From an optimization exercise on the open Yosys and OpenROAD flow, aimed at small area and a short achievable clock period; shortcuts taken in it are not production practice.
RTL that was checked went through simulation tests only; none was proved equivalent to the original.
The flow treats the clock pin as an ideal source, which a real chip does not have.

// adc_mul
module adc_mul (
    input  logic        clk_i,
    input  logic        rst_i,
    input  logic [11:0] x_i,
    input  logic [9:0]  y_i,
    input  logic [9:0]  z_i,
    output logic [11:0] fp_o             
);
For scale: ~1100 cells after synthesis, roughly 130 flip-flops.
Settings: LEC_CHECK=0, ABC_AREA=1, CAP_MARGIN=20, CORE_MARGIN=2, CORE_UTILIZATION=70, CTS_BUF_LIST=sky130_fd_sc_hd__clkbuf_8, SLEW_MARGIN=20, SYNTH_HIERARCHICAL=1, SYNTH_MINIMUM_KEEP_SIZE=0; clock period 110.0 ns.
standard.sh (not shown) runs the stock make flow with config.mk's settings and CLKGATE_MAP_FILE= SYNTH_SCRIPT=/design/flow/synth_recipe.tcl, a recipe that flattens the netlist after the stock synthesis.
==> flow/flow/run.sh <==
#!/bin/bash
# The standard layout with these changes:
#  - the smallest buffer on the ports instead of a delay buffer;
#  - a clock tree of small leaf buffers under a strong root buffer, without
#    dummy loads; leaves that drive many flip-flops are upsized after CTS
#    (flow/post_cts.tcl);
#  - half adder cells and the stronger sizes of logic cells left out, so that
#    synthesis maps half adders to gates (the design's half adders mostly need
#    inverted inputs or outputs) and uses the smallest cells; every path has
#    plenty of time at the design's period;
#  - an area-oriented ABC script (amap) for the gate mapping (flow/abc_area.script,
#    used with ABC_AREA 1): ORFS's scripts are copied into the work folder
#    and that one file replaced.
set -euo pipefail
export BUFFER_PORTS_ARGS="-buffer_cell sky130_fd_sc_hd__buf_1"
export CTS_ARGS="-sink_clustering_enable -repair_clock_nets -root_buf sky130_fd_sc_hd__clkbuf_16 -buf_list sky130_fd_sc_hd__clkbuf_4 -dont_use_dummy_load"
export POST_CTS_TCL="$PWD/flow/post_cts.tcl"
# The platform's own don't-use list, plus the half adders
plat_du=$(sed -n '/^export DONT_USE_CELLS += \\/,/^#/p' "$FLOW_HOME/platforms/$FLOW_PLATFORM/config.mk" \
          | grep -v '^#' | grep -v 'export' | tr -d '\\' | tr -s ' \n' ' ')
# Logic cells of drive 2 and up; buffers, inverters and flip-flops keep theirs
lib="$FLOW_HOME/platforms/$FLOW_PLATFORM/lib/sky130_fd_sc_hd__tt_025C_1v80.lib"
big=$(grep -oE 'cell *\( *"?sky130_fd_sc_hd__[a-z0-9_]+_(2|4|6|8|12|16)"? *\)' "$lib" | grep -oE 'sky130_fd_sc_hd__[a-z0-9_]+' \
      | grep -vE 'clkbuf|buf_|clkinv|inv_|dfrtp|dfxtp|dlygate|clkdly|fill|decap|tap|conb|diode|einv|ebuf|probe|lpflow|bufbuf|bufinv|clkinvlp' | tr '\n' ' ')
du="$plat_du sky130_fd_sc_hd__ha_1 $big"
echo "DONT_USE_CELLS=$du" > dont_use.log
rm -rf scripts_local
cp -r "$FLOW_HOME/scripts" scripts_local
cp flow/abc_area.script scripts_local/abc_area.script
bash standard.sh "DONT_USE_CELLS=$du" "SCRIPTS_DIR=$PWD/scripts_local" finish > standard.log 2>&1
Other scripts of this flow, unchanged in this note and not shown: flow/flow/abc_area.script, flow/flow/post_cts.tcl
Change:
--- a/flow/design.v
+++ b/flow/design.v
@@ -15,19 +15,19 @@
     input  logic [11:0] x_i,
     input  logic [9:0]  y_i,
     input  logic [9:0]  z_i,
     output logic [11:0] fp_o             
 );
     localparam int KA = 2;
     localparam int KB = 5;
     localparam int KC = 12 - KA - KB;
     localparam int YK = 9;
-    localparam int YF = 7;
+    localparam int YF = 8;
     logic [11:0] x_q;
     logic [9:0]  y_q;
     logic [9:0]  z_q;
     logic [3:0]  vld_q;                  
     always_ff @(posedge clk_i) begin
         x_q <= x_i;
         y_q <= y_i;
         z_q <= z_i;
     end
Critical path depth rose by 25.
Final cell count goes down by 1.3%.
Wire length is lower by 2.6%.
Hold slack improves by 0.016 ns.
Fmax rose by 2.9%.
Count of clock-buffer cells in the layout is unchanged.
Global-route usage came out lower by 0.80 points.
Setup slack is better by 0.66 ns.
Synthesized area barely changes.
Die area hardly moves.
Only the layout flow was run in the first run of this note; the RTL was not checked for function there.

---

Another version of the RTL of adc_mul (not shown whole).
Size in the first run: ~1100 cells after synthesis, about 46 I/O pins, about 11000 um^2 of cells after synthesis.
==> flow/config.mk <==
export PLATFORM = sky130hd
export DESIGN_NAME = adc_mul
export DESIGN_NICKNAME = adc_mul
export VERILOG_FILES = /design/flow/design.v
export SDC_FILE = /design/flow/constraint.sdc
export NUM_CORES = 4
export LEC_CHECK = 0
export ABC_AREA = 1
export CAP_MARGIN = 20
export CORE_MARGIN = 2
export CORE_UTILIZATION = 70
export CTS_BUF_LIST = sky130_fd_sc_hd__clkbuf_8
export SLEW_MARGIN = 50
export SYNTH_HIERARCHICAL = 1
export SYNTH_MINIMUM_KEEP_SIZE = 0
==> flow/constraint.sdc <==
create_clock -name core_clock -period 110.0 [get_ports {clk_i}]
set_input_delay 22.0000 -clock core_clock [delete_from_list [all_inputs] [get_ports {clk_i}]]
set_output_delay 22.0000 -clock core_clock [all_outputs]
set_load 0.01 [all_outputs]
==> flow/flow/abc_area.script <==
strash
dch
amap
topo
stime -c
buffer -c
upsize -c
dnsize -c
==> flow/flow/post_cts.tcl <==
set block [ord::get_db_block]
set big_master [[ord::get_db] findMaster sky130_fd_sc_hd__clkbuf_8]
set n_up 0
foreach inst [$block getInsts] {
  if { [[$inst getMaster] getName] ne "sky130_fd_sc_hd__clkbuf_4" } {
    continue
  }
  set out [$inst findITerm X]
  set net [$out getNet]
  if { $net eq "NULL" } {
    continue
  }
  set sinks [expr { [llength [$net getITerms]] - 1 }]
  if { $sinks > 10 } {
    $inst swapMaster $big_master
    incr n_up
  }
}
puts "post_cts: upsized $n_up clock leaf buffers"
detailed_placement
check_placement -verbose
Scripts as last shown in full above: flow/flow/run.sh
Change:
--- a/flow/design.v
+++ b/flow/design.v
@@ -202,18 +202,18 @@
     logic        d_b_q;                  
     always_ff @(posedge clk_i) begin
         rem_b_q  <= rem_b[KB];
         lq_b_q   <= lq_b[KB];
         zd_b_q   <= zd_a_q;
         sat_b_q <= sat_a_q;
         d_b_q    <= d_a_q;
     end
-    logic [9:0]  rem_c [0:KC-1];         
-    logic [11:0] lq_c  [0:KC-1];         
+    logic [9:0]  rem_c [0:KC-1];           
+    logic [11:0] lq_c  [0:KC-1];           
     assign rem_c[0] = rem_b_q;
     assign lq_c[0]  = lq_b_q;
     for (genvar k = 0; k < KC; k++) begin : g_stp_c
         localparam bit P = ((KA + KB + k) % 2 == 0);
         logic [10:0] u;                  
         logic [9:0]  zz;                 
         logic [9:0]  d;                  
         logic        q;                  
After rerunning:
- via count stays the same
- clock-buffer cell count is unchanged
- die area is unchanged
- clock skew does not change
- utilization is unchanged
- wire length does not change
- sequential cell count stays the same
- area after synthesis does not change
- cell count is unchanged
- design area stays the same
- worst setup slack is unchanged

==> re-timing with driven ports <==
Ports are ideal in the flow. The routed layouts listed here were re-timed in OpenROAD.
Step 1 (the two cells are an assumption about what drives the block):
set clk [get_ports {clk_i}]
set_driving_cell -lib_cell sky130_fd_sc_hd__clkbuf_16 $clk
set_driving_cell -lib_cell sky130_fd_sc_hd__buf_2 [delete_from_list [all_inputs] $clk]
Step 2, shift: input delay + t, output delay - t, t = (earliest + latest rising clock arrival at the registers) / 2. This alone moves slack from input paths to output paths.
a / b / c = no drivers / after step 1 / after step 2; a / b = the first two.
run	shift t [ns]	slack for setup (ns)	worst setup path after step 2	worst register clock-pin slew, ns	worst data-port slew with drivers (ns)
the first run of note 1	0.390	86.182 / 86.182 / 86.182	register to register	0.10 / 0.10	0.04
the second run of note 1	0.388	86.845 / 86.845 / 86.845	register to register	0.11 / 0.11	0.04
the first run of note 2	0.399	87.164 / 87.117 / 87.516	register to output	0.10 / 0.10	0.04
the second run of note 2	0.399	87.164 / 87.117 / 87.516	register to output	0.10 / 0.10	0.04
After both steps every run listed still meets setup and hold.
